Source: an optimization exercise on an open RTL-to-GDS flow (aim: small area, a short achievable clock period and few clock cycles per item). Production flows keep margins and buffers that such runs may drop.
The RTL was checked by simulation tests, not by an equivalence proof against the original design.
Power is estimated from default activity; no workload was simulated.

### config.mk
export PLATFORM = sky130hd
export DESIGN_NAME = systolic_top
export DESIGN_NICKNAME = systolic_top
export VERILOG_FILES = /design/flow/design.v
export SDC_FILE = /design/flow/constraint.sdc
export NUM_CORES = 4
export LEC_CHECK = 0
export ABC_AREA = 1
export CAP_MARGIN = 20
export CORE_MARGIN = 2
export CORE_UTILIZATION = 40
export SETUP_SLACK_MARGIN = 5
export SLEW_MARGIN = 20
### constraint.sdc
create_clock -name core_clock -period 9.0 [get_ports {clk}]
set_input_delay 1.8000 -clock core_clock [delete_from_list [all_inputs] [get_ports {clk}]]
set_output_delay 1.8000 -clock core_clock [all_outputs]
set_load 0.01 [all_outputs]
### design.v
`timescale 1ns/10ps
package systolic_pkg;
    typedef logic signed [16-1:0]   data_t;
    typedef logic signed [8-1:0] weight_t;
    typedef logic signed [32-1:0]  accum_t;
    typedef logic [6-1:0]          wb_addr_t;
    typedef logic [32-1:0]          wb_data_t;
    typedef enum logic [2:0] {
        IDLE,
        CLEAR,
        FEED,
        DRAIN,
        DONE
    } seq_state_t;
endpackage
`timescale 1ns/10ps
module dot2_pp (
    input  logic [15:0] a0,
    input  logic [15:0] a1,
    input  logic [11:0] e0,
    input  logic [11:0] e1,
    output logic [61:0] pp
);
wire p0m0_one;
wire p0m0_two;
wire p0m0_neg;
wire p0m1_one;
wire p0m1_two;
wire p0m1_neg;
wire p0m2_one;
wire p0m2_two;
wire p0m2_neg;
wire p0m3_one;
wire p0m3_two;
wire p0m3_neg;
wire p1m0_one;
wire p1m0_two;
wire p1m0_neg;
wire p1m1_one;
wire p1m1_two;
wire p1m1_neg;
wire p1m2_one;
wire p1m2_two;
wire p1m2_neg;
wire p1m3_one;
wire p1m3_two;
wire p1m3_neg;
wire s1;
wire c2;
wire s3;
wire c4;
wire s5;
wire c6;
wire s7;
wire c8;
wire s9;
wire c10;
wire s11;
wire c12;
wire s13;
wire c14;
wire s15;
wire c16;
wire s17;
wire c18;
wire s19;
wire c20;
wire s21;
wire c22;
wire s23;
wire c24;
wire s25;
wire c26;
wire s27;
wire c28;
wire s29;
wire c30;
wire s31;
wire c32;
wire s33;
wire c34;
wire s35;
wire c36;
wire s37;
wire c38;
wire s39;
wire c40;
wire s41;
wire c42;
wire s43;
wire c44;
wire s45;
wire c46;
wire s47;
wire c48;
wire s49;
wire c50;
wire s51;
wire c52;
wire s53;
wire c54;
wire s55;
wire c56;
wire s57;
wire c58;
wire s59;
wire c60;
wire s61;
wire c62;
wire s63;
wire c64;
wire s65;
wire c66;
wire s67;
wire c68;
wire s69;
wire c70;
wire s71;
wire c72;
wire s73;
wire c74;
wire s75;
wire c76;
wire s77;
wire c78;
wire s79;
wire c80;
wire s81;
wire c82;
wire s83;
wire c84;
wire s85;
wire c86;
wire s87;
wire c88;
wire s89;
wire c90;
wire s91;
wire c92;
wire s93;
wire c94;
wire s95;
wire c96;
wire s97;
wire c98;
wire s99;
wire c100;
wire s101;
wire c102;
wire s103;
wire c104;
wire s105;
wire c106;
wire s107;
wire c108;
wire s109;
wire c110;
wire s111;
wire c112;
wire s113;
wire c114;
wire s115;
wire c116;
wire s117;
wire c118;
wire s119;
wire c120;
wire s121;
wire c122;
wire s123;
wire c124;
wire s125;
wire c126;
wire s127;
wire c128;
wire s129;
wire c130;
wire s131;
wire c132;
wire s133;
wire c134;
wire s135;
wire c136;
wire s137;
wire c138;
wire s139;
wire c140;
wire s141;
wire c142;
wire s143;
wire c144;
wire s145;
wire c146;
wire s147;
wire c148;
wire s149;
wire c150;
wire s151;
wire c152;
wire s153;
wire c154;
wire s155;
wire c156;
wire s157;
wire c158;
wire s159;
wire c160;
wire s161;
wire c162;
wire s163;
wire c164;
wire s165;
wire c166;
wire s167;
wire c168;
wire s169;
wire c170;
wire s171;
wire c172;
wire s173;
wire c174;
assign p0m0_one = e0[0];
assign p0m0_two = e0[1];
assign p0m0_neg = e0[2];
wire [16:0] p0m0_r;
assign p0m0_r[0] = ((p0m0_one & a0[0]) | (p0m0_two & 1'b0)) ^ p0m0_neg;
assign p0m0_r[1] = ((p0m0_one & a0[1]) | (p0m0_two & a0[0])) ^ p0m0_neg;
assign p0m0_r[2] = ((p0m0_one & a0[2]) | (p0m0_two & a0[1])) ^ p0m0_neg;
assign p0m0_r[3] = ((p0m0_one & a0[3]) | (p0m0_two & a0[2])) ^ p0m0_neg;
assign p0m0_r[4] = ((p0m0_one & a0[4]) | (p0m0_two & a0[3])) ^ p0m0_neg;
assign p0m0_r[5] = ((p0m0_one & a0[5]) | (p0m0_two & a0[4])) ^ p0m0_neg;
assign p0m0_r[6] = ((p0m0_one & a0[6]) | (p0m0_two & a0[5])) ^ p0m0_neg;
assign p0m0_r[7] = ((p0m0_one & a0[7]) | (p0m0_two & a0[6])) ^ p0m0_neg;
assign p0m0_r[8] = ((p0m0_one & a0[8]) | (p0m0_two & a0[7])) ^ p0m0_neg;
assign p0m0_r[9] = ((p0m0_one & a0[9]) | (p0m0_two & a0[8])) ^ p0m0_neg;
assign p0m0_r[10] = ((p0m0_one & a0[10]) | (p0m0_two & a0[9])) ^ p0m0_neg;
assign p0m0_r[11] = ((p0m0_one & a0[11]) | (p0m0_two & a0[10])) ^ p0m0_neg;
assign p0m0_r[12] = ((p0m0_one & a0[12]) | (p0m0_two & a0[11])) ^ p0m0_neg;
assign p0m0_r[13] = ((p0m0_one & a0[13]) | (p0m0_two & a0[12])) ^ p0m0_neg;
assign p0m0_r[14] = ((p0m0_one & a0[14]) | (p0m0_two & a0[13])) ^ p0m0_neg;
assign p0m0_r[15] = ((p0m0_one & a0[15]) | (p0m0_two & a0[14])) ^ p0m0_neg;
assign p0m0_r[16] = ((p0m0_one & a0[15]) | (p0m0_two & a0[15])) ^ p0m0_neg;
assign p0m1_one = e0[3];
assign p0m1_two = e0[4];
assign p0m1_neg = e0[5];
wire [16:0] p0m1_r;
assign p0m1_r[0] = ((p0m1_one & a0[0]) | (p0m1_two & 1'b0)) ^ p0m1_neg;
assign p0m1_r[1] = ((p0m1_one & a0[1]) | (p0m1_two & a0[0])) ^ p0m1_neg;
assign p0m1_r[2] = ((p0m1_one & a0[2]) | (p0m1_two & a0[1])) ^ p0m1_neg;
assign p0m1_r[3] = ((p0m1_one & a0[3]) | (p0m1_two & a0[2])) ^ p0m1_neg;
assign p0m1_r[4] = ((p0m1_one & a0[4]) | (p0m1_two & a0[3])) ^ p0m1_neg;
assign p0m1_r[5] = ((p0m1_one & a0[5]) | (p0m1_two & a0[4])) ^ p0m1_neg;
assign p0m1_r[6] = ((p0m1_one & a0[6]) | (p0m1_two & a0[5])) ^ p0m1_neg;
assign p0m1_r[7] = ((p0m1_one & a0[7]) | (p0m1_two & a0[6])) ^ p0m1_neg;
assign p0m1_r[8] = ((p0m1_one & a0[8]) | (p0m1_two & a0[7])) ^ p0m1_neg;
assign p0m1_r[9] = ((p0m1_one & a0[9]) | (p0m1_two & a0[8])) ^ p0m1_neg;
assign p0m1_r[10] = ((p0m1_one & a0[10]) | (p0m1_two & a0[9])) ^ p0m1_neg;
assign p0m1_r[11] = ((p0m1_one & a0[11]) | (p0m1_two & a0[10])) ^ p0m1_neg;
assign p0m1_r[12] = ((p0m1_one & a0[12]) | (p0m1_two & a0[11])) ^ p0m1_neg;
assign p0m1_r[13] = ((p0m1_one & a0[13]) | (p0m1_two & a0[12])) ^ p0m1_neg;
assign p0m1_r[14] = ((p0m1_one & a0[14]) | (p0m1_two & a0[13])) ^ p0m1_neg;
assign p0m1_r[15] = ((p0m1_one & a0[15]) | (p0m1_two & a0[14])) ^ p0m1_neg;
assign p0m1_r[16] = ((p0m1_one & a0[15]) | (p0m1_two & a0[15])) ^ p0m1_neg;
assign p0m2_one = e0[6];
assign p0m2_two = e0[7];
assign p0m2_neg = e0[8];
wire [16:0] p0m2_r;
assign p0m2_r[0] = ((p0m2_one & a0[0]) | (p0m2_two & 1'b0)) ^ p0m2_neg;
assign p0m2_r[1] = ((p0m2_one & a0[1]) | (p0m2_two & a0[0])) ^ p0m2_neg;
assign p0m2_r[2] = ((p0m2_one & a0[2]) | (p0m2_two & a0[1])) ^ p0m2_neg;
assign p0m2_r[3] = ((p0m2_one & a0[3]) | (p0m2_two & a0[2])) ^ p0m2_neg;
assign p0m2_r[4] = ((p0m2_one & a0[4]) | (p0m2_two & a0[3])) ^ p0m2_neg;
assign p0m2_r[5] = ((p0m2_one & a0[5]) | (p0m2_two & a0[4])) ^ p0m2_neg;
assign p0m2_r[6] = ((p0m2_one & a0[6]) | (p0m2_two & a0[5])) ^ p0m2_neg;
assign p0m2_r[7] = ((p0m2_one & a0[7]) | (p0m2_two & a0[6])) ^ p0m2_neg;
assign p0m2_r[8] = ((p0m2_one & a0[8]) | (p0m2_two & a0[7])) ^ p0m2_neg;
assign p0m2_r[9] = ((p0m2_one & a0[9]) | (p0m2_two & a0[8])) ^ p0m2_neg;
assign p0m2_r[10] = ((p0m2_one & a0[10]) | (p0m2_two & a0[9])) ^ p0m2_neg;
assign p0m2_r[11] = ((p0m2_one & a0[11]) | (p0m2_two & a0[10])) ^ p0m2_neg;
assign p0m2_r[12] = ((p0m2_one & a0[12]) | (p0m2_two & a0[11])) ^ p0m2_neg;
assign p0m2_r[13] = ((p0m2_one & a0[13]) | (p0m2_two & a0[12])) ^ p0m2_neg;
assign p0m2_r[14] = ((p0m2_one & a0[14]) | (p0m2_two & a0[13])) ^ p0m2_neg;
assign p0m2_r[15] = ((p0m2_one & a0[15]) | (p0m2_two & a0[14])) ^ p0m2_neg;
assign p0m2_r[16] = ((p0m2_one & a0[15]) | (p0m2_two & a0[15])) ^ p0m2_neg;
assign p0m3_one = e0[9];
assign p0m3_two = e0[10];
assign p0m3_neg = e0[11];
wire [16:0] p0m3_r;
assign p0m3_r[0] = ((p0m3_one & a0[0]) | (p0m3_two & 1'b0)) ^ p0m3_neg;
assign p0m3_r[1] = ((p0m3_one & a0[1]) | (p0m3_two & a0[0])) ^ p0m3_neg;
assign p0m3_r[2] = ((p0m3_one & a0[2]) | (p0m3_two & a0[1])) ^ p0m3_neg;
assign p0m3_r[3] = ((p0m3_one & a0[3]) | (p0m3_two & a0[2])) ^ p0m3_neg;
assign p0m3_r[4] = ((p0m3_one & a0[4]) | (p0m3_two & a0[3])) ^ p0m3_neg;
assign p0m3_r[5] = ((p0m3_one & a0[5]) | (p0m3_two & a0[4])) ^ p0m3_neg;
assign p0m3_r[6] = ((p0m3_one & a0[6]) | (p0m3_two & a0[5])) ^ p0m3_neg;
assign p0m3_r[7] = ((p0m3_one & a0[7]) | (p0m3_two & a0[6])) ^ p0m3_neg;
assign p0m3_r[8] = ((p0m3_one & a0[8]) | (p0m3_two & a0[7])) ^ p0m3_neg;
assign p0m3_r[9] = ((p0m3_one & a0[9]) | (p0m3_two & a0[8])) ^ p0m3_neg;
assign p0m3_r[10] = ((p0m3_one & a0[10]) | (p0m3_two & a0[9])) ^ p0m3_neg;
assign p0m3_r[11] = ((p0m3_one & a0[11]) | (p0m3_two & a0[10])) ^ p0m3_neg;
assign p0m3_r[12] = ((p0m3_one & a0[12]) | (p0m3_two & a0[11])) ^ p0m3_neg;
assign p0m3_r[13] = ((p0m3_one & a0[13]) | (p0m3_two & a0[12])) ^ p0m3_neg;
assign p0m3_r[14] = ((p0m3_one & a0[14]) | (p0m3_two & a0[13])) ^ p0m3_neg;
assign p0m3_r[15] = ((p0m3_one & a0[15]) | (p0m3_two & a0[14])) ^ p0m3_neg;
assign p0m3_r[16] = ((p0m3_one & a0[15]) | (p0m3_two & a0[15])) ^ p0m3_neg;
assign p1m0_one = e1[0];
assign p1m0_two = e1[1];
assign p1m0_neg = e1[2];
wire [16:0] p1m0_r;
assign p1m0_r[0] = ((p1m0_one & a1[0]) | (p1m0_two & 1'b0)) ^ p1m0_neg;
assign p1m0_r[1] = ((p1m0_one & a1[1]) | (p1m0_two & a1[0])) ^ p1m0_neg;
assign p1m0_r[2] = ((p1m0_one & a1[2]) | (p1m0_two & a1[1])) ^ p1m0_neg;
assign p1m0_r[3] = ((p1m0_one & a1[3]) | (p1m0_two & a1[2])) ^ p1m0_neg;
assign p1m0_r[4] = ((p1m0_one & a1[4]) | (p1m0_two & a1[3])) ^ p1m0_neg;
assign p1m0_r[5] = ((p1m0_one & a1[5]) | (p1m0_two & a1[4])) ^ p1m0_neg;
assign p1m0_r[6] = ((p1m0_one & a1[6]) | (p1m0_two & a1[5])) ^ p1m0_neg;
assign p1m0_r[7] = ((p1m0_one & a1[7]) | (p1m0_two & a1[6])) ^ p1m0_neg;
assign p1m0_r[8] = ((p1m0_one & a1[8]) | (p1m0_two & a1[7])) ^ p1m0_neg;
assign p1m0_r[9] = ((p1m0_one & a1[9]) | (p1m0_two & a1[8])) ^ p1m0_neg;
assign p1m0_r[10] = ((p1m0_one & a1[10]) | (p1m0_two & a1[9])) ^ p1m0_neg;
assign p1m0_r[11] = ((p1m0_one & a1[11]) | (p1m0_two & a1[10])) ^ p1m0_neg;
assign p1m0_r[12] = ((p1m0_one & a1[12]) | (p1m0_two & a1[11])) ^ p1m0_neg;
assign p1m0_r[13] = ((p1m0_one & a1[13]) | (p1m0_two & a1[12])) ^ p1m0_neg;
assign p1m0_r[14] = ((p1m0_one & a1[14]) | (p1m0_two & a1[13])) ^ p1m0_neg;
assign p1m0_r[15] = ((p1m0_one & a1[15]) | (p1m0_two & a1[14])) ^ p1m0_neg;
assign p1m0_r[16] = ((p1m0_one & a1[15]) | (p1m0_two & a1[15])) ^ p1m0_neg;
assign p1m1_one = e1[3];
assign p1m1_two = e1[4];
assign p1m1_neg = e1[5];
wire [16:0] p1m1_r;
assign p1m1_r[0] = ((p1m1_one & a1[0]) | (p1m1_two & 1'b0)) ^ p1m1_neg;
assign p1m1_r[1] = ((p1m1_one & a1[1]) | (p1m1_two & a1[0])) ^ p1m1_neg;
assign p1m1_r[2] = ((p1m1_one & a1[2]) | (p1m1_two & a1[1])) ^ p1m1_neg;
assign p1m1_r[3] = ((p1m1_one & a1[3]) | (p1m1_two & a1[2])) ^ p1m1_neg;
assign p1m1_r[4] = ((p1m1_one & a1[4]) | (p1m1_two & a1[3])) ^ p1m1_neg;
assign p1m1_r[5] = ((p1m1_one & a1[5]) | (p1m1_two & a1[4])) ^ p1m1_neg;
assign p1m1_r[6] = ((p1m1_one & a1[6]) | (p1m1_two & a1[5])) ^ p1m1_neg;
assign p1m1_r[7] = ((p1m1_one & a1[7]) | (p1m1_two & a1[6])) ^ p1m1_neg;
assign p1m1_r[8] = ((p1m1_one & a1[8]) | (p1m1_two & a1[7])) ^ p1m1_neg;
assign p1m1_r[9] = ((p1m1_one & a1[9]) | (p1m1_two & a1[8])) ^ p1m1_neg;
assign p1m1_r[10] = ((p1m1_one & a1[10]) | (p1m1_two & a1[9])) ^ p1m1_neg;
assign p1m1_r[11] = ((p1m1_one & a1[11]) | (p1m1_two & a1[10])) ^ p1m1_neg;
assign p1m1_r[12] = ((p1m1_one & a1[12]) | (p1m1_two & a1[11])) ^ p1m1_neg;
assign p1m1_r[13] = ((p1m1_one & a1[13]) | (p1m1_two & a1[12])) ^ p1m1_neg;
assign p1m1_r[14] = ((p1m1_one & a1[14]) | (p1m1_two & a1[13])) ^ p1m1_neg;
assign p1m1_r[15] = ((p1m1_one & a1[15]) | (p1m1_two & a1[14])) ^ p1m1_neg;
assign p1m1_r[16] = ((p1m1_one & a1[15]) | (p1m1_two & a1[15])) ^ p1m1_neg;
assign p1m2_one = e1[6];
assign p1m2_two = e1[7];
assign p1m2_neg = e1[8];
wire [16:0] p1m2_r;
assign p1m2_r[0] = ((p1m2_one & a1[0]) | (p1m2_two & 1'b0)) ^ p1m2_neg;
assign p1m2_r[1] = ((p1m2_one & a1[1]) | (p1m2_two & a1[0])) ^ p1m2_neg;
assign p1m2_r[2] = ((p1m2_one & a1[2]) | (p1m2_two & a1[1])) ^ p1m2_neg;
assign p1m2_r[3] = ((p1m2_one & a1[3]) | (p1m2_two & a1[2])) ^ p1m2_neg;
assign p1m2_r[4] = ((p1m2_one & a1[4]) | (p1m2_two & a1[3])) ^ p1m2_neg;
assign p1m2_r[5] = ((p1m2_one & a1[5]) | (p1m2_two & a1[4])) ^ p1m2_neg;
assign p1m2_r[6] = ((p1m2_one & a1[6]) | (p1m2_two & a1[5])) ^ p1m2_neg;
assign p1m2_r[7] = ((p1m2_one & a1[7]) | (p1m2_two & a1[6])) ^ p1m2_neg;
assign p1m2_r[8] = ((p1m2_one & a1[8]) | (p1m2_two & a1[7])) ^ p1m2_neg;
assign p1m2_r[9] = ((p1m2_one & a1[9]) | (p1m2_two & a1[8])) ^ p1m2_neg;
assign p1m2_r[10] = ((p1m2_one & a1[10]) | (p1m2_two & a1[9])) ^ p1m2_neg;
assign p1m2_r[11] = ((p1m2_one & a1[11]) | (p1m2_two & a1[10])) ^ p1m2_neg;
assign p1m2_r[12] = ((p1m2_one & a1[12]) | (p1m2_two & a1[11])) ^ p1m2_neg;
assign p1m2_r[13] = ((p1m2_one & a1[13]) | (p1m2_two & a1[12])) ^ p1m2_neg;
assign p1m2_r[14] = ((p1m2_one & a1[14]) | (p1m2_two & a1[13])) ^ p1m2_neg;
assign p1m2_r[15] = ((p1m2_one & a1[15]) | (p1m2_two & a1[14])) ^ p1m2_neg;
assign p1m2_r[16] = ((p1m2_one & a1[15]) | (p1m2_two & a1[15])) ^ p1m2_neg;
assign p1m3_one = e1[9];
assign p1m3_two = e1[10];
assign p1m3_neg = e1[11];
wire [16:0] p1m3_r;
assign p1m3_r[0] = ((p1m3_one & a1[0]) | (p1m3_two & 1'b0)) ^ p1m3_neg;
assign p1m3_r[1] = ((p1m3_one & a1[1]) | (p1m3_two & a1[0])) ^ p1m3_neg;
assign p1m3_r[2] = ((p1m3_one & a1[2]) | (p1m3_two & a1[1])) ^ p1m3_neg;
assign p1m3_r[3] = ((p1m3_one & a1[3]) | (p1m3_two & a1[2])) ^ p1m3_neg;
assign p1m3_r[4] = ((p1m3_one & a1[4]) | (p1m3_two & a1[3])) ^ p1m3_neg;
assign p1m3_r[5] = ((p1m3_one & a1[5]) | (p1m3_two & a1[4])) ^ p1m3_neg;
assign p1m3_r[6] = ((p1m3_one & a1[6]) | (p1m3_two & a1[5])) ^ p1m3_neg;
assign p1m3_r[7] = ((p1m3_one & a1[7]) | (p1m3_two & a1[6])) ^ p1m3_neg;
assign p1m3_r[8] = ((p1m3_one & a1[8]) | (p1m3_two & a1[7])) ^ p1m3_neg;
assign p1m3_r[9] = ((p1m3_one & a1[9]) | (p1m3_two & a1[8])) ^ p1m3_neg;
assign p1m3_r[10] = ((p1m3_one & a1[10]) | (p1m3_two & a1[9])) ^ p1m3_neg;
assign p1m3_r[11] = ((p1m3_one & a1[11]) | (p1m3_two & a1[10])) ^ p1m3_neg;
assign p1m3_r[12] = ((p1m3_one & a1[12]) | (p1m3_two & a1[11])) ^ p1m3_neg;
assign p1m3_r[13] = ((p1m3_one & a1[13]) | (p1m3_two & a1[12])) ^ p1m3_neg;
assign p1m3_r[14] = ((p1m3_one & a1[14]) | (p1m3_two & a1[13])) ^ p1m3_neg;
assign p1m3_r[15] = ((p1m3_one & a1[15]) | (p1m3_two & a1[14])) ^ p1m3_neg;
assign p1m3_r[16] = ((p1m3_one & a1[15]) | (p1m3_two & a1[15])) ^ p1m3_neg;
wire nx, na;
assign nx = p0m3_neg ^ p1m3_neg;
assign na = p0m3_neg & p1m3_neg;
assign s1 = p0m0_r[0] ^ p0m0_neg ^ p1m0_r[0];
assign c2 = (p0m0_r[0] & p0m0_neg) | (p0m0_r[0] & p1m0_r[0]) | (p0m0_neg & p1m0_r[0]);
assign s3 = p0m0_r[2] ^ p0m1_r[0] ^ p0m1_neg;
assign c4 = (p0m0_r[2] & p0m1_r[0]) | (p0m0_r[2] & p0m1_neg) | (p0m1_r[0] & p0m1_neg);
assign s5 = p1m0_r[2] ^ p1m1_r[0] ^ p1m1_neg;
assign c6 = (p1m0_r[2] & p1m1_r[0]) | (p1m0_r[2] & p1m1_neg) | (p1m1_r[0] & p1m1_neg);
assign s7 = p0m0_r[3] ^ p0m1_r[1] ^ p1m0_r[3];
assign c8 = (p0m0_r[3] & p0m1_r[1]) | (p0m0_r[3] & p1m0_r[3]) | (p0m1_r[1] & p1m0_r[3]);
assign s9 = p0m0_r[4] ^ p0m1_r[2] ^ p0m2_r[0];
assign c10 = (p0m0_r[4] & p0m1_r[2]) | (p0m0_r[4] & p0m2_r[0]) | (p0m1_r[2] & p0m2_r[0]);
assign s11 = p0m2_neg ^ p1m0_r[4] ^ p1m1_r[2];
assign c12 = (p0m2_neg & p1m0_r[4]) | (p0m2_neg & p1m1_r[2]) | (p1m0_r[4] & p1m1_r[2]);
assign s13 = p0m0_r[5] ^ p0m1_r[3] ^ p0m2_r[1];
assign c14 = (p0m0_r[5] & p0m1_r[3]) | (p0m0_r[5] & p0m2_r[1]) | (p0m1_r[3] & p0m2_r[1]);
assign s15 = p1m0_r[5] ^ p1m1_r[3] ^ p1m2_r[1];
assign c16 = (p1m0_r[5] & p1m1_r[3]) | (p1m0_r[5] & p1m2_r[1]) | (p1m1_r[3] & p1m2_r[1]);
assign s17 = p0m0_r[6] ^ p0m1_r[4] ^ p0m2_r[2];
assign c18 = (p0m0_r[6] & p0m1_r[4]) | (p0m0_r[6] & p0m2_r[2]) | (p0m1_r[4] & p0m2_r[2]);
assign s19 = p0m3_r[0] ^ p1m0_r[6] ^ p1m1_r[4];
assign c20 = (p0m3_r[0] & p1m0_r[6]) | (p0m3_r[0] & p1m1_r[4]) | (p1m0_r[6] & p1m1_r[4]);
assign s21 = p1m2_r[2] ^ p1m3_r[0] ^ nx;
assign c22 = (p1m2_r[2] & p1m3_r[0]) | (p1m2_r[2] & nx) | (p1m3_r[0] & nx);
assign s23 = p0m0_r[7] ^ p0m1_r[5] ^ p0m2_r[3];
assign c24 = (p0m0_r[7] & p0m1_r[5]) | (p0m0_r[7] & p0m2_r[3]) | (p0m1_r[5] & p0m2_r[3]);
assign s25 = p0m3_r[1] ^ p1m0_r[7] ^ p1m1_r[5];
assign c26 = (p0m3_r[1] & p1m0_r[7]) | (p0m3_r[1] & p1m1_r[5]) | (p1m0_r[7] & p1m1_r[5]);
assign s27 = p1m2_r[3] ^ p1m3_r[1] ^ na;
assign c28 = (p1m2_r[3] & p1m3_r[1]) | (p1m2_r[3] & na) | (p1m3_r[1] & na);
assign s29 = p0m0_r[8] ^ p0m1_r[6] ^ p0m2_r[4];
assign c30 = (p0m0_r[8] & p0m1_r[6]) | (p0m0_r[8] & p0m2_r[4]) | (p0m1_r[6] & p0m2_r[4]);
assign s31 = p0m3_r[2] ^ p1m0_r[8] ^ p1m1_r[6];
assign c32 = (p0m3_r[2] & p1m0_r[8]) | (p0m3_r[2] & p1m1_r[6]) | (p1m0_r[8] & p1m1_r[6]);
assign s33 = p0m0_r[9] ^ p0m1_r[7] ^ p0m2_r[5];
assign c34 = (p0m0_r[9] & p0m1_r[7]) | (p0m0_r[9] & p0m2_r[5]) | (p0m1_r[7] & p0m2_r[5]);
assign s35 = p0m3_r[3] ^ p1m0_r[9] ^ p1m1_r[7];
assign c36 = (p0m3_r[3] & p1m0_r[9]) | (p0m3_r[3] & p1m1_r[7]) | (p1m0_r[9] & p1m1_r[7]);
assign s37 = p0m0_r[10] ^ p0m1_r[8] ^ p0m2_r[6];
assign c38 = (p0m0_r[10] & p0m1_r[8]) | (p0m0_r[10] & p0m2_r[6]) | (p0m1_r[8] & p0m2_r[6]);
assign s39 = p0m3_r[4] ^ p1m0_r[10] ^ p1m1_r[8];
assign c40 = (p0m3_r[4] & p1m0_r[10]) | (p0m3_r[4] & p1m1_r[8]) | (p1m0_r[10] & p1m1_r[8]);
assign s41 = p0m0_r[11] ^ p0m1_r[9] ^ p0m2_r[7];
assign c42 = (p0m0_r[11] & p0m1_r[9]) | (p0m0_r[11] & p0m2_r[7]) | (p0m1_r[9] & p0m2_r[7]);
assign s43 = p0m3_r[5] ^ p1m0_r[11] ^ p1m1_r[9];
assign c44 = (p0m3_r[5] & p1m0_r[11]) | (p0m3_r[5] & p1m1_r[9]) | (p1m0_r[11] & p1m1_r[9]);
assign s45 = p0m0_r[12] ^ p0m1_r[10] ^ p0m2_r[8];
assign c46 = (p0m0_r[12] & p0m1_r[10]) | (p0m0_r[12] & p0m2_r[8]) | (p0m1_r[10] & p0m2_r[8]);
assign s47 = p0m3_r[6] ^ p1m0_r[12] ^ p1m1_r[10];
assign c48 = (p0m3_r[6] & p1m0_r[12]) | (p0m3_r[6] & p1m1_r[10]) | (p1m0_r[12] & p1m1_r[10]);
assign s49 = p0m0_r[13] ^ p0m1_r[11] ^ p0m2_r[9];
assign c50 = (p0m0_r[13] & p0m1_r[11]) | (p0m0_r[13] & p0m2_r[9]) | (p0m1_r[11] & p0m2_r[9]);
assign s51 = p0m3_r[7] ^ p1m0_r[13] ^ p1m1_r[11];
assign c52 = (p0m3_r[7] & p1m0_r[13]) | (p0m3_r[7] & p1m1_r[11]) | (p1m0_r[13] & p1m1_r[11]);
assign s53 = p0m0_r[14] ^ p0m1_r[12] ^ p0m2_r[10];
assign c54 = (p0m0_r[14] & p0m1_r[12]) | (p0m0_r[14] & p0m2_r[10]) | (p0m1_r[12] & p0m2_r[10]);
assign s55 = p0m3_r[8] ^ p1m0_r[14] ^ p1m1_r[12];
assign c56 = (p0m3_r[8] & p1m0_r[14]) | (p0m3_r[8] & p1m1_r[12]) | (p1m0_r[14] & p1m1_r[12]);
assign s57 = p0m0_r[15] ^ p0m1_r[13] ^ p0m2_r[11];
assign c58 = (p0m0_r[15] & p0m1_r[13]) | (p0m0_r[15] & p0m2_r[11]) | (p0m1_r[13] & p0m2_r[11]);
assign s59 = p0m3_r[9] ^ p1m0_r[15] ^ p1m1_r[13];
assign c60 = (p0m3_r[9] & p1m0_r[15]) | (p0m3_r[9] & p1m1_r[13]) | (p1m0_r[15] & p1m1_r[13]);
assign s61 = ~p0m0_r[16] ^ p0m1_r[14] ^ p0m2_r[12];
assign c62 = (~p0m0_r[16] & p0m1_r[14]) | (~p0m0_r[16] & p0m2_r[12]) | (p0m1_r[14] & p0m2_r[12]);
assign s63 = p0m3_r[10] ^ ~p1m0_r[16] ^ p1m1_r[14];
assign c64 = (p0m3_r[10] & ~p1m0_r[16]) | (p0m3_r[10] & p1m1_r[14]) | (~p1m0_r[16] & p1m1_r[14]);
assign s65 = p0m1_r[15] ^ p0m2_r[13] ^ p0m3_r[11];
assign c66 = (p0m1_r[15] & p0m2_r[13]) | (p0m1_r[15] & p0m3_r[11]) | (p0m2_r[13] & p0m3_r[11]);
assign s67 = p1m1_r[15] ^ p1m2_r[13] ^ p1m3_r[11];
assign c68 = (p1m1_r[15] & p1m2_r[13]) | (p1m1_r[15] & p1m3_r[11]) | (p1m2_r[13] & p1m3_r[11]);
assign s69 = ~p0m1_r[16] ^ p0m2_r[14] ^ p0m3_r[12];
assign c70 = (~p0m1_r[16] & p0m2_r[14]) | (~p0m1_r[16] & p0m3_r[12]) | (p0m2_r[14] & p0m3_r[12]);
assign s71 = ~p1m1_r[16] ^ p1m2_r[14] ^ p1m3_r[12];
assign c72 = (~p1m1_r[16] & p1m2_r[14]) | (~p1m1_r[16] & p1m3_r[12]) | (p1m2_r[14] & p1m3_r[12]);
assign s73 = p0m2_r[15] ^ p0m3_r[13] ^ p1m2_r[15];
assign c74 = (p0m2_r[15] & p0m3_r[13]) | (p0m2_r[15] & p1m2_r[15]) | (p0m3_r[13] & p1m2_r[15]);
assign s75 = ~p0m2_r[16] ^ p0m3_r[14] ^ ~p1m2_r[16];
assign c76 = (~p0m2_r[16] & p0m3_r[14]) | (~p0m2_r[16] & ~p1m2_r[16]) | (p0m3_r[14] & ~p1m2_r[16]);
assign s77 = ~p0m3_r[16] ^ ~p1m3_r[16] ^ 1'b1;
assign c78 = (~p0m3_r[16] & ~p1m3_r[16]) | (~p0m3_r[16] & 1'b1) | (~p1m3_r[16] & 1'b1);
assign s79 = p0m0_r[1] ^ p1m0_r[1] ^ c2;
assign c80 = (p0m0_r[1] & p1m0_r[1]) | (p0m0_r[1] & c2) | (p1m0_r[1] & c2);
assign s81 = p1m1_r[1] ^ c4 ^ c6;
assign c82 = (p1m1_r[1] & c4) | (p1m1_r[1] & c6) | (c4 & c6);
assign s83 = p1m2_r[0] ^ p1m2_neg ^ c8;
assign c84 = (p1m2_r[0] & p1m2_neg) | (p1m2_r[0] & c8) | (p1m2_neg & c8);
assign s85 = c10 ^ c12 ^ s13;
assign c86 = (c10 & c12) | (c10 & s13) | (c12 & s13);
assign s87 = c14 ^ c16 ^ s17;
assign c88 = (c14 & c16) | (c14 & s17) | (c16 & s17);
assign s89 = c18 ^ c20 ^ c22;
assign c90 = (c18 & c20) | (c18 & c22) | (c20 & c22);
assign s91 = s23 ^ s25 ^ s27;
assign c92 = (s23 & s25) | (s23 & s27) | (s25 & s27);
assign s93 = p1m2_r[4] ^ p1m3_r[2] ^ c24;
assign c94 = (p1m2_r[4] & p1m3_r[2]) | (p1m2_r[4] & c24) | (p1m3_r[2] & c24);
assign s95 = c26 ^ c28 ^ s29;
assign c96 = (c26 & c28) | (c26 & s29) | (c28 & s29);
assign s97 = p1m2_r[5] ^ p1m3_r[3] ^ c30;
assign c98 = (p1m2_r[5] & p1m3_r[3]) | (p1m2_r[5] & c30) | (p1m3_r[3] & c30);
assign s99 = c32 ^ s33 ^ s35;
assign c100 = (c32 & s33) | (c32 & s35) | (s33 & s35);
assign s101 = p1m2_r[6] ^ p1m3_r[4] ^ c34;
assign c102 = (p1m2_r[6] & p1m3_r[4]) | (p1m2_r[6] & c34) | (p1m3_r[4] & c34);
assign s103 = c36 ^ s37 ^ s39;
assign c104 = (c36 & s37) | (c36 & s39) | (s37 & s39);
assign s105 = p1m2_r[7] ^ p1m3_r[5] ^ c38;
assign c106 = (p1m2_r[7] & p1m3_r[5]) | (p1m2_r[7] & c38) | (p1m3_r[5] & c38);
assign s107 = c40 ^ s41 ^ s43;
assign c108 = (c40 & s41) | (c40 & s43) | (s41 & s43);
assign s109 = p1m2_r[8] ^ p1m3_r[6] ^ c42;
assign c110 = (p1m2_r[8] & p1m3_r[6]) | (p1m2_r[8] & c42) | (p1m3_r[6] & c42);
assign s111 = c44 ^ s45 ^ s47;
assign c112 = (c44 & s45) | (c44 & s47) | (s45 & s47);
assign s113 = p1m2_r[9] ^ p1m3_r[7] ^ c46;
assign c114 = (p1m2_r[9] & p1m3_r[7]) | (p1m2_r[9] & c46) | (p1m3_r[7] & c46);
assign s115 = c48 ^ s49 ^ s51;
assign c116 = (c48 & s49) | (c48 & s51) | (s49 & s51);
assign s117 = p1m2_r[10] ^ p1m3_r[8] ^ c50;
assign c118 = (p1m2_r[10] & p1m3_r[8]) | (p1m2_r[10] & c50) | (p1m3_r[8] & c50);
assign s119 = c52 ^ s53 ^ s55;
assign c120 = (c52 & s53) | (c52 & s55) | (s53 & s55);
assign s121 = p1m2_r[11] ^ p1m3_r[9] ^ c54;
assign c122 = (p1m2_r[11] & p1m3_r[9]) | (p1m2_r[11] & c54) | (p1m3_r[9] & c54);
assign s123 = c56 ^ s57 ^ s59;
assign c124 = (c56 & s57) | (c56 & s59) | (s57 & s59);
assign s125 = p1m2_r[12] ^ p1m3_r[10] ^ c58;
assign c126 = (p1m2_r[12] & p1m3_r[10]) | (p1m2_r[12] & c58) | (p1m3_r[10] & c58);
assign s127 = c60 ^ s61 ^ s63;
assign c128 = (c60 & s61) | (c60 & s63) | (s61 & s63);
assign s129 = 1'b1 ^ c62 ^ c64;
assign c130 = (1'b1 & c62) | (1'b1 & c64) | (c62 & c64);
assign s131 = 1'b1 ^ c66 ^ c68;
assign c132 = (1'b1 & c66) | (1'b1 & c68) | (c66 & c68);
assign s133 = p1m3_r[13] ^ c70 ^ c72;
assign c134 = (p1m3_r[13] & c70) | (p1m3_r[13] & c72) | (c70 & c72);
assign s135 = p1m3_r[14] ^ 1'b1 ^ c74;
assign c136 = (p1m3_r[14] & 1'b1) | (p1m3_r[14] & c74) | (1'b1 & c74);
assign s137 = p0m3_r[15] ^ p1m3_r[15] ^ c76;
assign c138 = (p0m3_r[15] & p1m3_r[15]) | (p0m3_r[15] & c76) | (p1m3_r[15] & c76);
assign s139 = s3 ^ s5 ^ c80;
assign c140 = (s3 & s5) | (s3 & c80) | (s5 & c80);
assign s141 = s9 ^ s11 ^ c82;
assign c142 = (s9 & s11) | (s9 & c82) | (s11 & c82);
assign s143 = s15 ^ c84 ^ s85;
assign c144 = (s15 & c84) | (s15 & s85) | (c84 & s85);
assign s145 = s19 ^ s21 ^ c86;
assign c146 = (s19 & s21) | (s19 & c86) | (s21 & c86);
assign s147 = c88 ^ s89 ^ s91;
assign c148 = (c88 & s89) | (c88 & s91) | (s89 & s91);
assign s149 = s31 ^ c90 ^ c92;
assign c150 = (s31 & c90) | (s31 & c92) | (c90 & c92);
assign s151 = c94 ^ c96 ^ s97;
assign c152 = (c94 & c96) | (c94 & s97) | (c96 & s97);
assign s153 = c98 ^ c100 ^ s101;
assign c154 = (c98 & c100) | (c98 & s101) | (c100 & s101);
assign s155 = c102 ^ c104 ^ s105;
assign c156 = (c102 & c104) | (c102 & s105) | (c104 & s105);
assign s157 = c106 ^ c108 ^ s109;
assign c158 = (c106 & c108) | (c106 & s109) | (c108 & s109);
assign s159 = c110 ^ c112 ^ s113;
assign c160 = (c110 & c112) | (c110 & s113) | (c112 & s113);
assign s161 = c114 ^ c116 ^ s117;
assign c162 = (c114 & c116) | (c114 & s117) | (c116 & s117);
assign s163 = c118 ^ c120 ^ s121;
assign c164 = (c118 & c120) | (c118 & s121) | (c120 & s121);
assign s165 = c122 ^ c124 ^ s125;
assign c166 = (c122 & c124) | (c122 & s125) | (c124 & s125);
assign s167 = s65 ^ s67 ^ c126;
assign c168 = (s65 & s67) | (s65 & c126) | (s67 & c126);
assign s169 = s69 ^ s71 ^ c130;
assign c170 = (s69 & s71) | (s69 & c130) | (s71 & c130);
assign s171 = s73 ^ c132 ^ s133;
assign c172 = (s73 & c132) | (s73 & s133) | (c132 & s133);
assign s173 = s75 ^ c134 ^ s135;
assign c174 = (s75 & c134) | (s75 & s135) | (c134 & s135);
assign pp[0] = p1m0_neg;
assign pp[1] = s1;
assign pp[2] = s79;
assign pp[3] = s139;
assign pp[4] = s7;
assign pp[5] = s81;
assign pp[6] = c140;
assign pp[7] = s83;
assign pp[8] = s141;
assign pp[9] = c142;
assign pp[10] = s143;
assign pp[11] = s87;
assign pp[12] = c144;
assign pp[13] = s145;
assign pp[14] = c146;
assign pp[15] = s147;
assign pp[16] = s93;
assign pp[17] = s95;
assign pp[18] = c148;
assign pp[19] = s149;
assign pp[20] = s99;
assign pp[21] = c150;
assign pp[22] = s151;
assign pp[23] = s103;
assign pp[24] = c152;
assign pp[25] = s153;
assign pp[26] = s107;
assign pp[27] = c154;
assign pp[28] = s155;
assign pp[29] = s111;
assign pp[30] = c156;
assign pp[31] = s157;
assign pp[32] = s115;
assign pp[33] = c158;
assign pp[34] = s159;
assign pp[35] = s119;
assign pp[36] = c160;
assign pp[37] = s161;
assign pp[38] = s123;
assign pp[39] = c162;
assign pp[40] = s163;
assign pp[41] = s127;
assign pp[42] = c164;
assign pp[43] = s165;
assign pp[44] = c128;
assign pp[45] = s129;
assign pp[46] = c166;
assign pp[47] = s167;
assign pp[48] = s131;
assign pp[49] = c168;
assign pp[50] = s169;
assign pp[51] = c170;
assign pp[52] = s171;
assign pp[53] = c172;
assign pp[54] = s173;
assign pp[55] = c136;
assign pp[56] = s137;
assign pp[57] = c174;
assign pp[58] = s77;
assign pp[59] = c138;
assign pp[60] = c78;
assign pp[61] = 1'b1;
endmodule
module dot2_fin (
    input  logic [61:0] pp,
    output logic [24:0] sum
);
logic [24:0] r0, r1;
wire s175;
wire c176;
wire s177;
wire c178;
wire s179;
wire c180;
wire s181;
wire c182;
wire s183;
wire c184;
wire s185;
wire c186;
wire s187;
wire c188;
wire s189;
wire c190;
wire s191;
wire c192;
wire s193;
wire c194;
wire s195;
wire c196;
wire s197;
wire c198;
wire s199;
wire c200;
wire s201;
wire c202;
wire s203;
wire c204;
wire s205;
wire c206;
wire s207;
wire c208;
wire s209;
wire c210;
wire s211;
wire c212;
wire s213;
wire c214;
wire s215;
wire c216;
wire s217;
wire c218;
wire s219;
wire c220;
wire s221;
wire c222;
wire s223;
wire c224;
wire s225;
wire c226;
wire s227;
wire c228;
wire s229;
wire c230;
wire s231;
wire c232;
wire s233;
wire c234;
wire s235;
wire c236;
assign s175 = pp[16] ^ pp[17];
assign c176 = pp[16] & pp[17];
assign s177 = pp[20] ^ pp[21];
assign c178 = pp[20] & pp[21];
assign s179 = pp[23] ^ pp[24];
assign c180 = pp[23] & pp[24];
assign s181 = pp[26] ^ pp[27];
assign c182 = pp[26] & pp[27];
assign s183 = pp[29] ^ pp[30];
assign c184 = pp[29] & pp[30];
assign s185 = pp[32] ^ pp[33];
assign c186 = pp[32] & pp[33];
assign s187 = pp[35] ^ pp[36];
assign c188 = pp[35] & pp[36];
assign s189 = pp[38] ^ pp[39];
assign c190 = pp[38] & pp[39];
assign s191 = pp[41] ^ pp[42];
assign c192 = pp[41] & pp[42];
assign s193 = pp[44] ^ pp[45] ^ pp[46];
assign c194 = (pp[44] & pp[45]) | (pp[44] & pp[46]) | (pp[45] & pp[46]);
assign s195 = pp[48] ^ pp[49];
assign c196 = pp[48] & pp[49];
assign s197 = pp[4] ^ pp[5];
assign c198 = pp[4] & pp[5];
assign s199 = pp[7] ^ pp[8];
assign c200 = pp[7] & pp[8];
assign s201 = pp[9] ^ pp[10];
assign c202 = pp[9] & pp[10];
assign s203 = pp[11] ^ pp[12] ^ pp[13];
assign c204 = (pp[11] & pp[12]) | (pp[11] & pp[13]) | (pp[12] & pp[13]);
assign s205 = pp[14] ^ pp[15];
assign c206 = pp[14] & pp[15];
assign s207 = pp[18] ^ pp[19] ^ s175;
assign c208 = (pp[18] & pp[19]) | (pp[18] & s175) | (pp[19] & s175);
assign s209 = pp[22] ^ c176 ^ s177;
assign c210 = (pp[22] & c176) | (pp[22] & s177) | (c176 & s177);
assign s211 = pp[25] ^ c178 ^ s179;
assign c212 = (pp[25] & c178) | (pp[25] & s179) | (c178 & s179);
assign s213 = pp[28] ^ c180 ^ s181;
assign c214 = (pp[28] & c180) | (pp[28] & s181) | (c180 & s181);
assign s215 = pp[31] ^ c182 ^ s183;
assign c216 = (pp[31] & c182) | (pp[31] & s183) | (c182 & s183);
assign s217 = pp[34] ^ c184 ^ s185;
assign c218 = (pp[34] & c184) | (pp[34] & s185) | (c184 & s185);
assign s219 = pp[37] ^ c186 ^ s187;
assign c220 = (pp[37] & c186) | (pp[37] & s187) | (c186 & s187);
assign s221 = pp[40] ^ c188 ^ s189;
assign c222 = (pp[40] & c188) | (pp[40] & s189) | (c188 & s189);
assign s223 = pp[43] ^ c190 ^ s191;
assign c224 = (pp[43] & c190) | (pp[43] & s191) | (c190 & s191);
assign s225 = pp[47] ^ c192 ^ s193;
assign c226 = (pp[47] & c192) | (pp[47] & s193) | (c192 & s193);
assign s227 = pp[50] ^ c194 ^ s195;
assign c228 = (pp[50] & c194) | (pp[50] & s195) | (c194 & s195);
assign s229 = pp[51] ^ pp[52] ^ c196;
assign c230 = (pp[51] & pp[52]) | (pp[51] & c196) | (pp[52] & c196);
assign s231 = pp[53] ^ pp[54];
assign c232 = pp[53] & pp[54];
assign s233 = pp[55] ^ pp[56] ^ pp[57];
assign c234 = (pp[55] & pp[56]) | (pp[55] & pp[57]) | (pp[56] & pp[57]);
assign s235 = pp[58] ^ pp[59];
assign c236 = pp[58] & pp[59];
assign r0[0] = pp[0];
assign r1[0] = pp[1];
assign r0[1] = pp[2];
assign r1[1] = 1'b0;
assign r0[2] = pp[3];
assign r1[2] = 1'b0;
assign r0[3] = pp[6];
assign r1[3] = s197;
assign r0[4] = c198;
assign r1[4] = s199;
assign r0[5] = c200;
assign r1[5] = s201;
assign r0[6] = c202;
assign r1[6] = s203;
assign r0[7] = c204;
assign r1[7] = s205;
assign r0[8] = c206;
assign r1[8] = s207;
assign r0[9] = c208;
assign r1[9] = s209;
assign r0[10] = c210;
assign r1[10] = s211;
assign r0[11] = c212;
assign r1[11] = s213;
assign r0[12] = c214;
assign r1[12] = s215;
assign r0[13] = c216;
assign r1[13] = s217;
assign r0[14] = c218;
assign r1[14] = s219;
assign r0[15] = c220;
assign r1[15] = s221;
assign r0[16] = c222;
assign r1[16] = s223;
assign r0[17] = c224;
assign r1[17] = s225;
assign r0[18] = c226;
assign r1[18] = s227;
assign r0[19] = c228;
assign r1[19] = s229;
assign r0[20] = c230;
assign r1[20] = s231;
assign r0[21] = c232;
assign r1[21] = s233;
assign r0[22] = c234;
assign r1[22] = s235;
assign r0[23] = pp[60];
assign r1[23] = c236;
assign r0[24] = pp[61];
assign r1[24] = 1'b0;
assign sum = r0 + r1;
endmodule
`timescale 1ns/10ps
module systolic_top (
    input  logic        clk,
    input  logic        rst_n,
    input  logic        wb_cyc,
    input  logic        wb_stb,
    input  logic        wb_we,
    input  logic [5:0]  wb_adr,
    input  logic [31:0] wb_dat_w,
    output logic [31:0] wb_dat_r,
    output logic        wb_ack
);
    logic [15:0] ax [2];
    logic [15:0] ay [2];
    logic [11:0] bu [2];
    logic [11:0] bv [2];
    logic [11:0] b_enc;
    logic [24:0] c_ring [4];
    logic        c_vld;
    logic        busy;
    logic        done;
    logic [1:0]  run_cnt;
    logic [1:0]  k;
    logic        k0_n, k1_n;
    logic        access;
    logic        wr_en;
    logic        start;
    logic [24:0] rd_d;
    logic [24:0] rd_q;
    assign access = wb_cyc && wb_stb && !wb_ack;
    assign wr_en  = access && wb_we && !busy;
    assign start  = wr_en && (wb_adr == 6'd8) && wb_dat_w[0];
    always_ff @(posedge clk or negedge rst_n) begin
        if (!rst_n) begin
            wb_ack <= 1'b0;
        end else begin
            wb_ack <= access;
        end
    end
    assign k0_n = ~k[0];
    assign k1_n = k[1] ^ k[0];
    logic wr_a, wr_b;
    assign wr_a = wr_en && (wb_adr[5:2] == 4'd0);
    assign wr_b = wr_en && (wb_adr[5:2] == 4'd1);
    function automatic logic [11:0] booth_enc(input logic [7:0] b);
        logic [8:0] x;
        x = {b, 1'b0};
        for (int m = 0; m < 4; m++) begin
            booth_enc[3*m]   = x[2*m+1] ^ x[2*m];
            booth_enc[3*m+1] = (x[2*m+2] & ~x[2*m+1] & ~x[2*m]) | (~x[2*m+2] & x[2*m+1] & x[2*m]);
            booth_enc[3*m+2] = x[2*m+2];
        end
    endfunction
    function automatic logic [7:0] booth_dec(input logic [11:0] e);
        for (int m = 0; m < 4; m++) begin
            booth_dec[2*m+1] = e[3*m+2];
            booth_dec[2*m]   = e[3*m] ^ ((m == 0) ? 1'b0 : e[3*m-1]);
        end
    endfunction
    assign b_enc = booth_enc(wb_dat_w[7:0]);
    for (genvar p = 0; p < 2; p++) begin : g_ring
        logic wa_x, wa_y, wb_u, wb_v;
        assign wa_x = wr_a && (wb_adr[1] == (1'(p) ^ k0_n)) && !wb_adr[0];
        assign wa_y = wr_a && (wb_adr[1] == (1'(p) ^ k0_n)) &&  wb_adr[0];
        assign wb_u = wr_b && (wb_adr[0] == (1'(p) ^ k1_n)) && !wb_adr[1];
        assign wb_v = wr_b && (wb_adr[0] == (1'(p) ^ k1_n)) &&  wb_adr[1];
        always_ff @(posedge clk or negedge rst_n) begin
            if (!rst_n) begin
                ax[p] <= '0;
                ay[p] <= '0;
                bu[p] <= '0;
                bv[p] <= '0;
            end else begin
                ax[p] <= wa_x ? wb_dat_w[15:0] : ax[1-p];
                ay[p] <= wa_y ? wb_dat_w[15:0] : ay[1-p];
                bu[p] <= wb_u ? b_enc : (k[0] ? bu[1-p] : bu[p]);
                bv[p] <= wb_v ? b_enc : (k[0] ? bv[1-p] : bv[p]);
            end
        end
    end
    always_ff @(posedge clk or negedge rst_n) begin
        if (!rst_n) begin
            busy    <= 1'b0;
            done    <= 1'b0;
            c_vld   <= 1'b0;
            run_cnt <= '0;
            k       <= '0;
        end else begin
            k <= k + 2'd1;
            if (start) begin
                busy    <= 1'b1;
                done    <= 1'b0;
                c_vld   <= 1'b1;
                run_cnt <= '0;
            end else if (busy) begin
                run_cnt <= run_cnt + 2'd1;
                if (run_cnt == 2'd2) begin
                    busy <= 1'b0;
                    done <= 1'b1;
                end
            end
        end
    end
    logic [61:0] pp;
    logic [61:0] pp_q;
    logic [24:0] sum;
    dot2_pp u_pp (
        .a0 (ax[0]),
        .a1 (ay[0]),
        .e0 (bu[0]),
        .e1 (bv[0]),
        .pp (pp)
    );
    always_ff @(posedge clk) begin
        pp_q <= pp;
    end
    dot2_fin u_fin (
        .pp  (pp_q),
        .sum (sum)
    );
    always_ff @(posedge clk) begin
        c_ring[0] <= (start || busy) ? sum : c_ring[3];
        c_ring[1] <= c_ring[0];
        c_ring[2] <= c_ring[1];
        c_ring[3] <= c_ring[2];
    end
    logic       hi_a, hi_b, hi_c;
    logic [1:0] sel_x, sel_y, sel_u, sel_v;
    logic [3:0] sel_c;
    logic       sel_s;
    assign hi_a  = wb_adr[5:2] == 4'd0;
    assign hi_b  = wb_adr[5:2] == 4'd1;
    assign hi_c  = (wb_adr[5:2] == 4'd3) && c_vld;
    assign sel_s = wb_adr == 6'd9;
    for (genvar p = 0; p < 2; p++) begin : g_rsel
        assign sel_x[p] = hi_a && !wb_adr[0] && (wb_adr[1] == (1'(p) ^ k[0]));
        assign sel_y[p] = hi_a &&  wb_adr[0] && (wb_adr[1] == (1'(p) ^ k[0]));
        assign sel_u[p] = hi_b && !wb_adr[1] && (wb_adr[0] == (1'(p) ^ k[1]));
        assign sel_v[p] = hi_b &&  wb_adr[1] && (wb_adr[0] == (1'(p) ^ k[1]));
    end
    for (genvar p = 0; p < 4; p++) begin : g_csel
        logic [1:0] q;
        assign q = k - 2'(p) - 2'd2;
        assign sel_c[p] = hi_c && (wb_adr[1:0] == {q[0], q[1]});
    end
    always_comb begin
        rd_d = {23'd0, sel_s && done, sel_s && busy};
        for (int p = 0; p < 2; p++) begin
            rd_d = rd_d
                 | ({25{sel_x[p]}} & {{9{ax[p][15]}}, ax[p]})
                 | ({25{sel_y[p]}} & {{9{ay[p][15]}}, ay[p]})
                 | ({25{sel_u[p]}} & {{17{bu[p][11]}}, booth_dec(bu[p])})
                 | ({25{sel_v[p]}} & {{17{bv[p][11]}}, booth_dec(bv[p])});
        end
        for (int p = 0; p < 4; p++) begin
            rd_d = rd_d | ({25{sel_c[p]}} & c_ring[p]);
        end
    end
    always_ff @(posedge clk) begin
        rd_q <= rd_d;
    end
    assign wb_dat_r = {{7{rd_q[24]}}, rd_q};
endmodule
### flow/run.sh
#!/bin/bash
set -euo pipefail
MARGIN=${MARGIN:-5.8}
bash standard.sh SETUP_SLACK_MARGIN=$MARGIN \
  "CTS_ARGS=-sink_clustering_enable -repair_clock_nets -sink_clustering_size 16 -sink_clustering_max_diameter 60 -buf_list sky130_fd_sc_hd__clkbuf_8 -dont_use_dummy_load" \
  finish > flow.log 2>&1
### standard.sh
#!/bin/bash
# synth_recipe.tcl (not shown) runs the flow's synth.tcl, then flattens the netlist and writes it again
# the make line also repeats each setting of config.mk as NAME=value (left out here)
make -C /OpenROAD-flow-scripts/flow DESIGN_CONFIG=/design/flow/config.mk WORK_HOME=/design/flow/orfs CLKGATE_MAP_FILE= SYNTH_SCRIPT=/design/flow/synth_recipe.tcl "${@:-finish}"
==> reports/qor.txt, run 1 <==
Status - timing/DRC/antenna clean
Die Area - 45,800 µm²
Num CTS Buffers - 27
Post-DRT Antenna Nets - 0
WP data arrival - 3.74 ns
Vias in the first global route - 14,500
Adder-cell share of the synthesized area - 13.9%
Slew Limit Fails - 0
Skew final - 0.0917 ns
F_max - 312 MHz
Clock buffer depth - 3
Hold Crit Class - reg -> reg
Hold slack - 0.329 ns
N_diodes - 0
DRT Wirelength - 56.3 mm
Sequential area share after synthesis - 38.2%
Number of I/O port buffers - 59
Tcrit/Tclk final - 35.6%
RSZ-0062 raised after global routing - no
All-Layer GR Usage - 24.1%
Iter 0 DRT Violations - 1,472
Worst endpoint required time - 9.53 ns
FF-to-FF setup slack - 5.89 ns
Leak - 9.91 nW
CTS Root Cell - clkbuf_8
PwrDens - 153 nW/µm²
Mean Syn Cell Area - 8.05 µm²
Drt wl/cell - 19.9 µm
Final min period - 3.20 ns
Setup crit start kind - input pin
Net Count, Synth - 2,373
Largest family of logic cells by synthesized area - simple AND/OR/NAND/NOR gates
CTS tree - done
Critical-path maximum fanout - 12
Post-synthesis mux area share - 0.0568%
Yosys cell types - 36
IO Pins - 76
Mapped cell area - 17,600 µm²
GP Congestion - 0.939
Vias post-DR - 15,000
Final TNS setup - 0 ns
DR pass1 iterations - 5
Hold buffers post-CTS - 0
Initial antenna violation count - 0
H-tree levels - 1
Worst r2r path cells - 8
Crit path kind - in -> reg
HPWL after DPL - 39.6 mm
Post-Synth Simple-Gate Area - 21.4%
Max-cap check violation count - 0
VDD IR max - 123 µV
First-pass GRT wire length - 86.2 mm
Critical path endpoint category - flop
Clock slew seen by the registers of the worst setup and hold paths - 0.10 ns
Max transition margin - 33.5%
Vias/cell - 5.29
CORE AREA - 43,300 µm²
Clock Latency Late Sink - 0.65 ns
Nets - 2,436
Area Overhead vs Synth - 12.6%
Layout cell share with drive strength beyond 1 - 7.37%
Row count - 76
Grt ovf - 0
Worst-Margin Slew - 0.997 ns
Synthesized flop and latch total - 306
Post-route DRC - 0
Hold Violations, Final - 0
XOR/XNOR Fraction of Synth Area - 8.04%
Hold Crit Depth - 0
Synth Area in Compound Gates - 8.92%
Endpoints failing setup - 0
Chip height - 214 µm
Clock sinks - 306
Post-Synthesis Cells - 2,191
Starting density of the core - 40.7%
Fill cells - 4,290
Largest net degree at the start of global routing - 77
YS warnings - 11
Chip width - 214 µm
## cells in the mapped netlist (all sizes together)
cell type / instances / area (µm²)
a21oi: 22 / 110
a31oi: 2 / 12.5
and2: 4 / 25.0
buf: 66 / 347
clkbuf: 32 / 120
clkinv: 31 / 116
dfrtp: 120 / 3000
dfxtp: 186 / 3720
fa: 94 / 1880
ha: 45 / 563
inv: 292 / 1100
mux2i: 1 / 10.0
nand2: 486 / 1830
nand3: 258 / 1310
nand3b: 5 / 37.5
nand4: 13 / 81.3
nor2: 111 / 434
nor3: 5 / 30.0
o211ai: 3 / 22.5
o21ai: 126 / 631
o21bai: 2 / 15.0
o22ai: 125 / 782
or2: 4 / 25.0
xnor2: 12 / 124
xor2: 146 / 1290
## placed cells by master (no fill, tap or decap), types with 4 or more instances in the layout
cell type        instances
nand2_1                475
inv_1                  279
nand3_1                250
dfxtp_1                185
xor2_1                 144
o22ai_1                125
o21ai_0                123
dfrtp_1                118
nor2_1                  98
fa_1                    94
buf_4                   55
ha_1                    45
dlygate4sd2_1           33
clkinv_1                28
clkbuf_8                27
a21oi_1                 22
clkdlybuf4s50_1         21
nand4_1                 13
buf_12                  11
xnor2_1                 10
nand2_4                  7
nor2_4                   7
nand3_4                  7
nor2_2                   6
nand3_2                  5
clkinvlp_4               5
nand3b_1                 5
inv_2                    4
or2_2                    4
## path summary, 6_finish.rpt
| path | start | to |
|---|---|---|
| worst max-delay path | wb_adr[3] | rd_q[17] |
| worst min-delay path | c_ring[0][3] | c_ring[1][3] |
| worst max register to register | bu[0][9] | pp_q[15] |
| worst min register to register | c_ring[0][3] | c_ring[1][3] |
| max in group asynchronous | rst_n | k[0] |
| min in group asynchronous | rst_n | ay[1][0] |
## critical path: stages
cell and delay (ns):
clkdlybuf4s50_1 0.51, inv_2 0.13, nand3_2 0.14, nor2_2 0.28, nand2_1 0.15, clkinv_4 0.16, nand2_1 0.07, nand2_1 0.18
nor2_4 0.05, buf_12 0.15, nand3_1 0.09
## report_power, final
part / switching [mW] / leakage [nW] / total (mW) / internal, mW
registers: 0.0619 / 3.15 / 1.54 / 1.47
clock network: 0.449 / 0.194 / 0.715 / 0.266
logic: 0.510 / 6.57 / 0.789 / 0.280
total: 1.02 / 9.91 / 3.04 / 2.02
## cell families after synthesis
group | count (synthesis)
and+or+nand+nor | 886
buffers and inverters | 421
DFF | 306
AOI/OAI and AO/OA | 280
xor gates and xnor gates | 158
adders and majority gates | 139
muxes | 1
## state kept, by name (all words and copies together), names as in the netlist
signal,count
rd_q,25
c_ring,100
pp_q,61
ax,32
k,2
c_vld,1
ay,32
wb_ack,1
bu,24
bv,24
done,1
busy,1
run_cnt,2
## repair_timing
item | CTS | global route
gates resized for setup | 83 | 41
setup endpoints to repair | 200 | 157
pin swaps | 7 | 7
setup buffers | 21 | 29
gates cloned | 4 | 2
## per-layer routing
metal | track usage (%) | vias up | routed length (µm)
li1 | - | 7084 | -
met1 | 32.8 | 7160 | 24300
met5 | 0 | - | 0
met2 | 38.7 | 644 | 25500
met3 | 4.08 | 124 | 4370
met4 | 8.39 | 0 | 2170
## final cells by class
| type | instances | area, µm² | area share, % |
|---|---|---|---|
| Timing Repair Buffer | 128 | 1250 | 6.28 |
| Sequential cell | 306 | 6730 | 33.9 |
| Clock buffer | 27 | 372 | 1.87 |
| Tap cell | 585 | 732 | 3.69 |
| Multi-Input combinational cell | 1468 | 9510 | 47.9 |
| Inverter | 323 | 1260 | 6.33 |
## stage by stage
stage | total power [mW] | setup slack [ns] | cell area, µm² | utilization [%] | std cells
final | 3.04 | 5.80 | 19800 | 45.9 | 2837
after global routing | 3.22 | 5.78 | 19800 | 45.9 | 2837
after CTS | 3.05 | 5.69 | 19400 | 44.8 | 2806
after detailed placement | 2.34 | 3.93 | 18600 | 43.0 | 2754
after global placement | 2.32 | 3.96 | 18600 | 43.0 | 2754
after floorplan | 2.07 | 5.93 | 17600 | - | 2191
Testbench counts, summed over its fixed seeds: cycles 11,520, jobs 384.
==> run 2: changes to the inputs <==
==> flow/run.sh (replaced) <==
#!/bin/bash
set -euo pipefail
MARGIN=${MARGIN:-6}
bash standard.sh SETUP_SLACK_MARGIN=$MARGIN \
  "CTS_ARGS=-sink_clustering_enable -repair_clock_nets -sink_clustering_size 16 -sink_clustering_max_diameter 60 -buf_list sky130_fd_sc_hd__clkbuf_8 -dont_use_dummy_load" \
  finish > flow.log 2>&1
==> reports/qor.txt, run 2 <==
Number of I/O port buffers - 59
DR pass1 iterations - 6
Crit path kind - in -> reg
Vias in the first global route - 14,900
Count leader, synth - nand2_1
Chip height - 214 µm
Final TNS setup - 0 ns
Most common library cells after synthesis - nand2_1 (483), inv_1 (288), nand3_1 (254)
Die Area - 45,800 µm²
Worst Hold End - c_ring[1][6]
H-tree levels - 1
Row count - 76
Clock slew seen by the registers of the worst setup and hold paths - 0.10 ns
Hold Crit Class - reg -> reg
Mean Syn Cell Area - 8.05 µm²
Final min period - 3.01 ns
First-pass GRT wire length - 86.6 mm
Most common cell after layout, fill and taps aside - nand2_1
Post-route DRC - 0
Post-synth top area cell - dfxtp_1
Status - timing/DRC/antenna clean
Area Overhead vs Synth - 13.9%
Worst r2r path cells - 7
IO Pins - 76
Layout cell share with drive strength beyond 1 - 11.6%
Nets - 2,462
Chip width - 214 µm
CTS tree - done
YS warnings - 11
Top Registers - c_ring x100, pp_q x61
Sequential area share after synthesis - 38.2%
Vias post-DR - 15,200
Ys async rst share - 39.2%
Pre-CTS WS - 3.99 ns
Most frequent cells in the layout - nand2_1 (473), inv_1 (270), nand3_1 (247)
Synthesized flop and latch total - 306
Largest Register - c_ring
HPWL after DPL - 39.3 mm
Synth area leaders - dfxtp_1 (21%), dfrtp_1 (17%), fa_1 (11%)
Critical path endpoint category - flop
Vias/cell - 5.30
Slew Limit Fails - 0
Mapped cell area - 17,600 µm²
GP Congestion - 0.915
F_max - 332 MHz
Net Count, Synth - 2,373
Hold wc startpoint - c_ring[0][6]
Busiest metal layer after global routing - met2
Grt ovf - 0
Post-Synthesis Cells - 2,191
Worst r2r dst - pp_q[52]
CORE AREA - 43,300 µm²
Hold Crit Depth - 0
Yosys cell types - 36
FF-to-FF setup slack - 6.05 ns
Leak - 9.89 nW
Setup WS post-layout - 5.99 ns
RSZ-0062 raised after global routing - yes
Starting density of the core - 40.7%
Largest net degree at the start of global routing - 82
Met3 usage - 4.27%
Worst-Margin Slew - 0.776 ns
Max-cap check violation count - 0
Clock sinks - 306
Post-DRT Antenna Nets - 0
PwrDens - 153 nW/µm²
Max transition margin - 48.3%
Max reg flops - 100
Tcrit/Tclk final - 33.4%
Utilization after layout - 46.4%
Worst endpoint required time - 9.52 ns
DRT Wirelength - 57.0 mm
CTS Root Cell - clkbuf_8
Met1 Usage GRT - 32.3%
Grt met2 use - 39.0%
Setup crit start kind - input pin
Clock Latency Late Sink - 0.68 ns
Critical-path maximum fanout - 42
WP data arrival - 3.53 ns
Area share of the largest cell type after synthesis - 21.1%
Hold Violations, Final - 0
Top_reg_cell synth - dfxtp_1
EDFF count, synth - 0
Crit path from - wb_adr[5]
VDD IR max - 107 µV
Total Power - 3.08 mW
Iter 0 DRT Violations - 1,165
Num CTS Buffers - 29
Skew final - 0.139 ns
Drt wl/cell - 19.9 µm
Initial antenna violation count - 1
Clock buffer depth - 3
Endpoints failing setup - 0
All-Layer GR Usage - 24.1%
N_diodes - 0
Worst r2r src - bu[0][8]
run 2: changes by cell type in the layout (fill, tap and decap cells not counted), moves of 9 or more:
cell           delta
dlygate4sd2_1    -26
clkinvlp_4       +23
buf_2            +21
clkinv_1         -15
inv_1             -9
buf_4            +23
run 2: what timing repair did:
item,CTS,global route
gates resized for setup,203,51
endpoints found under the setup margin,223,112
hold buffers,0,0
buffers inserted,39,35
gates cloned,4,3
pin swaps,13,10
run 2: where the power goes:
group | switching [mW] | internal, mW
combinational | 0.514 | 0.286
clock | 0.458 | 0.284
sequential | 0.0638 | 1.47
run 2: metal layers:
metal / routed length, µm / share of wire (%)
met1: 24400 / 43
met5: 12 / 0.021
met2: 26000 / 46
met3: 4490 / 7.9
met4: 2140 / 3.8
run 2: cell families after synthesis:
kind of cell               count (synthesis)  synth area share [%]
muxes                                      1                0.0568
adders and majority gates                139                  13.9
buffers and inverters                    421                  9.53
and+or+nand+nor                          886                  21.4
DFF                                      306                  38.2
xor gates and xnor gates                 158                  8.04
AOI/OAI and AO/OA                        280                  8.92
run 2: worst max path at each step:
stage,depth (start not counted),end
6_report,10,rd_q[5]
3_5_place_dp,6,ax[0][6]
4_1_cts,1,wb_ack
2_1_floorplan,10,bv[0][9]
3_3_place_gp,6,ax[0][5]
5_1_grt,10,rd_q[24]
run 2: metrics by stage:
| step | cell area [µm²] | std cells | hold WS, ns |
|---|---|---|---|
| finish | 20100 | 2863 | 0.298 |
| global placement | 18700 | 2753 | 0.334 |
| detailed placement | 18700 | 2753 | 0.336 |
| floorplan | 17700 | 2191 | 0.331 |
| global route | 20100 | 2863 | 0.336 |
| CTS | 19600 | 2825 | 0.324 |
run 2: worst max-delay path, stage by stage:
cell and delay (ns):
dlygate4sd2_1 0.25, inv_1 0.07, nand2_2 0.10, nor2_1 0.23, and2_1 0.22, buf_12 0.24
nand2_4 0.18, o21ai_0 0.19, nor2_1 0.06, nand3_1 0.16
run 2: final cells by class:
class | count | area (µm²)
Sequential cell | 306 | 6750
Timing Repair Buffer | 150 | 1300
Multi-Input combinational cell | 1469 | 9560
Fill cell | 4257 | 23200
Inverter | 323 | 1350
Tap cell | 585 | 732
Timing Repair inverter | 1 | 5.00
Clock buffer | 29 | 399

-- port drivers added, routing unchanged --
In the flow no input, the clock included, has a driving cell. The finished layouts below were timed again as built, in two steps.
Step 1 sets driving cells, clkbuf_16 on the clock port and buf_2 on the other inputs (assumed; they add their load-dependent delay and slew).
Step 2 times the ports against the registers' clock, not the clock port: input delays grow and output delays shrink by t, the midpoint of the rising clock arrivals with the driver on.
a / b / c = ideal ports / drivers / drivers and shift; a / b = the first two.
run	t (ns)	setup slack, ns	worst setup path after step 2	worst register clock-pin slew, ns
run 1	0.653	5.797 / 5.823 / 5.170	input to register	0.11 / 0.11
run 2	0.660	5.991 / 5.949 / 5.364	input to register	0.11 / 0.11
After both steps setup and hold are still met in every run listed.
